Context: an optimization exercise on an open-source flow, tuned for small area and a short achievable clock period. The choices shown serve that exercise and are no tape-out recipe.
In this exercise RTL edits were held to simulation tests only and were not proved equivalent to the original.

==> cedar: inputs <==
Design single_particle_acceptance_cut, start of the top module:
module single_particle_acceptance_cut #(
	parameter int unsigned MOMENTUM_BITS = 24
) (
	input  wire logic                            clk,
	input  wire logic                            arst_n,
	input  wire logic                            start,
	output logic                                 busy,
	input  wire logic [23:0]                     energy,
	input  wire logic signed [MOMENTUM_BITS-1:0] mom_x,
	input  wire logic signed [MOMENTUM_BITS-1:0] mom_y,
	input  wire logic signed [MOMENTUM_BITS-1:0] mom_z,
	output logic                                 done,
	output logic                                 accept,
	output logic [1:0]                           reject_reason,
	output logic [4:0]                           rapidity_bin
);
clock: 14.0 ns
lec_check: 0
abc_area: 1
abc_clock_period_in_ps: 9000
cap_margin: 20
core_margin: 2
core_utilization: 40
slew_margin: 20
standard.sh (not shown) runs the stock make flow with config.mk's settings and CLKGATE_MAP_FILE= SYNTH_SCRIPT=/design/flow/synth_recipe.tcl, a recipe that flattens the netlist after the stock synthesis.
==> flow/flow/run.sh <==
#!/bin/bash
# Standard ORFS layout (the standard.sh, unchanged synthesis), with the
# resizer asked for more setup slack than the period needs, so that timing
# repair shortens the critical paths, and the port buffers made with the
# plain buf_1 cell. Clock period and constraints unchanged.
cd "$(dirname "$0")/.."
MARGIN=$(cat flow/margin.txt 2>/dev/null || echo 5)
export SETUP_SLACK_MARGIN=$MARGIN
export BUFFER_PORTS_ARGS="-buffer_cell sky130_fd_sc_hd__buf_1"
echo "setup slack margin $SETUP_SLACK_MARGIN, port buffers: $BUFFER_PORTS_ARGS" > run_flow.log
bash standard.sh >> run_flow.log 2>&1
==> flow/flow/margin.txt <==
9.8
==> nickel: changes against cedar <==
==> flow/flow/margin.txt (replaced) <==
10.0
==> harbor: changes against cedar <==
==> flow/flow/margin.txt (replaced) <==
10.2
ABC_AREA = default   (was 1)
==> impl_metrics.tcl <==
set metrics [dict create \
    clkbuf_count 188 \
    utilization 0.4669 \
    outcome "complete, no violations" \
    die_y_um 397.5 \
    reg2reg_slack_ns 10.10 \
    clk_latency_ns 0.78 \
    multi_input_area_um2 33170 \
    nets 8609 \
    path_cells "clkbuf_2" \
    coreArea_um2 153900 \
]
-- figures above: nickel

==> impl_metrics.tcl <==
set metrics [dict create \
    clkbuf_count 188 \
    multi_input_area_um2 32580 \
    path_cells "buf_1" \
    clk_latency_ns 0.78 \
    die_y_um 397.5 \
    nets 8528 \
    reg2reg_slack_ns 9.97 \
    outcome "complete, no violations" \
]
-- figures above: cedar

==> impl_metrics.tcl <==
set metrics [dict create \
    coreArea_um2 154400 \
    clk_latency_ns 0.76 \
    utilization 0.4797 \
    critPathMaxFanout 1 \
    outcome "complete, no violations" \
    path_cells "buf_1" \
    clkTransAtPathRegs_ns 0.06 \
    die_y_um 398.7 \
    multi_input_area_um2 37210 \
    reg2reg_slack_ns 10.10 \
]
-- figures above: harbor


* * *

==> 10-20: inputs <==
single_particle_acceptance_cut, a different RTL version from the one above (not shown whole).
==> flow/config.mk <==
export PLATFORM = sky130hd
export DESIGN_NAME = single_particle_acceptance_cut
export DESIGN_NICKNAME = single_particle_acceptance_cut
export VERILOG_FILES = /design/flow/design.v
export SDC_FILE = /design/flow/constraint.sdc
export NUM_CORES = 4
export LEC_CHECK = 0
export ABC_CLOCK_PERIOD_IN_PS = 9000
export CAP_MARGIN = 20
export CORE_MARGIN = 2
export CORE_UTILIZATION = 40
export SLEW_MARGIN = 20
==> flow/constraint.sdc <==
create_clock -name core_clock -period 14.0 [get_ports {clk}]
set_input_delay 2.8000 -clock core_clock [delete_from_list [all_inputs] [get_ports {clk}]]
set_output_delay 2.8000 -clock core_clock [all_outputs]
set_load 0.01 [all_outputs]
==> flow/flow/run.sh <==
#!/bin/bash
# Standard ORFS layout (the standard.sh, unchanged synthesis), with the
# resizer asked for more setup slack than the period needs, so that timing
# repair shortens the critical paths. Clock period and constraints unchanged.
cd "$(dirname "$0")/.."
MARGIN=$(cat flow/margin.txt 2>/dev/null || echo 5)
export SETUP_SLACK_MARGIN=$MARGIN
echo "setup slack margin $SETUP_SLACK_MARGIN" > run_flow.log
cp standard.sh standard_copy.sh.txt 2>/dev/null
bash standard.sh >> run_flow.log 2>&1
==> flow/flow/margin.txt <==
9.4
==> inputs of 12-01, as changes to 10-20 <==
==> flow/flow/margin.txt (replaced) <==
9.8
Settings changed: CORE_UTILIZATION 40 to 65.
==> impl_metrics.csv <==
group,metric,value,unit
cts,cts_setup_buffers,33,
outcome,status,"complete, no violations",
timing,timing.final.ws_setup,9740,ps
floorplanning,die_y,316,um
floorplanning,start_util,0.655,
critical_path,cp.arrival,4870,ps
critical_path,slowest_stage,"fa_2",
The numbers above come from 12-01.

==> impl_metrics.csv <==
group,metric,value,unit
cts,clock_tree.root_cell,"clkbuf_16",
timing,timing.final.ws_setup,9570,ps
floorplanning,start_util,0.404,
global_route,grt-busiest-layer,"met2",
floorplanning,n_tap_cell,2058,
cts,cts_setup_buffers,3,
critical_path,cp.arrival,5060,ps
outcome,status,"complete, no violations",
yosys,synthFlopType,"dfxtp_1",
The numbers above come from 10-20.


* * *

==> inputs of run a <==
single_particle_acceptance_cut again, from the RTL that the note above started with.
export LEC_CHECK = 0
export ABC_CLOCK_PERIOD_IN_PS = 9000
export CAP_MARGIN = 20
export CORE_MARGIN = 2
export CORE_UTILIZATION = 40
export SLEW_MARGIN = 20
create_clock -name core_clock -period 14.0 [get_ports {clk}]
==> flow/flow/margin.txt <==
9.7
Scripts as last shown in full above: flow/flow/run.sh
==> run b: changes against run a <==
==> flow/flow/margin.txt (replaced) <==
10.0
==> notes.md <==
metric                                                                      run a                   run b
Post-CTS sizing                                                                69                     225
Crit share post-route                                                      0.3023                  0.2938
Clock insertion delay at the later pin of the skew report                 0.77 ns                 0.76 ns
Min Hold Slack                                                          0.3088 ns               0.3195 ns
Global router's overall resource usage                                     0.1743                  0.1797
Ratio of cells with drive above 1 in the final layout                      0.1028                  0.1521
Worst path arrival time                                                   4.85 ns                 4.80 ns
Post-Route WL                                                            145.8 mm                150.2 mm
Worst-Margin Slew                                                        1.104 ns                1.100 ns
Buffers outside the clock class                                               203                     315
Buffers & Inverters on Critical Path                                            5                       4
Result of the run                                                  finished clean          finished clean
Destination of the worst register-to-register timing path  u_pt.r1_s2[16]$_DFF_P_  u_pt.r1_s2[15]$_DFF_P_
Worst setup path endpoint                                  u_pt.r1_s2[16]$_DFF_P_  u_pt.r1_s2[15]$_DFF_P_
Total vias in the final route                                               43850                   44580
Met1 Routed Length                                                       64.03 mm                65.37 mm
Critical hold path startpoint                                   cls_d6[1]$_DFF_P_       cls_d4[4]$_DFF_P_
Endpoint, Worst Hold                                            cls_d7[1]$_DFF_P_       cls_d5[4]$_DFF_P_
Layout clock area frac                                                    0.06436                 0.06149
Fill cell total of the finished layout                                      14570                   14220
Fmax                                                                    236.3 MHz               243.1 MHz
Vias per Instance                                                           5.107                   5.124

-- port drivers added, routing unchanged --
No port has a modelled driver above. Below, the same layouts with a new extraction and two added sets of constraints. Step 1: set_driving_cell puts a clkbuf_16 on clk and a buf_2 on each other input, an assumption about the parent block. Step 2 also shifts input and output timing later by t, the mid clock arrival at the registers, as if the neighbouring blocks saw the same clock. Slacks: ideal ports / drivers / drivers and shift; pairs: ideal ports / drivers.
run | t (ns) | setup WS [ns] | worst setup path after step 2 | clock arrival spread, ns
cedar | 0.827 | 9.951 / 9.878 / 9.429 | input to register | 0.077 / 0.077
nickel | 0.825 | 9.952 / 9.879 / 9.401 | input to register | 0.074 / 0.073
harbor | 0.821 | 9.980 / 9.903 / 9.763 | input to register | 0.040 / 0.040
10-20 | 0.821 | 9.569 / 9.524 / 9.569 | register to register | 0.029 / 0.029
12-01 | 0.824 | 9.743 / 9.743 / 9.743 | register to register | 0.025 / 0.026
run a | 0.825 | 9.768 / 9.719 / 9.762 | input to register | 0.058 / 0.058
run b | 0.817 | 9.887 / 9.881 / 9.777 | input to register | 0.056 / 0.056
After both steps setup and hold are still met in every run listed. For nickel, which loses most, drivers alone change the setup slack by -0.073 ns; drivers and shift together by -0.551 ns.
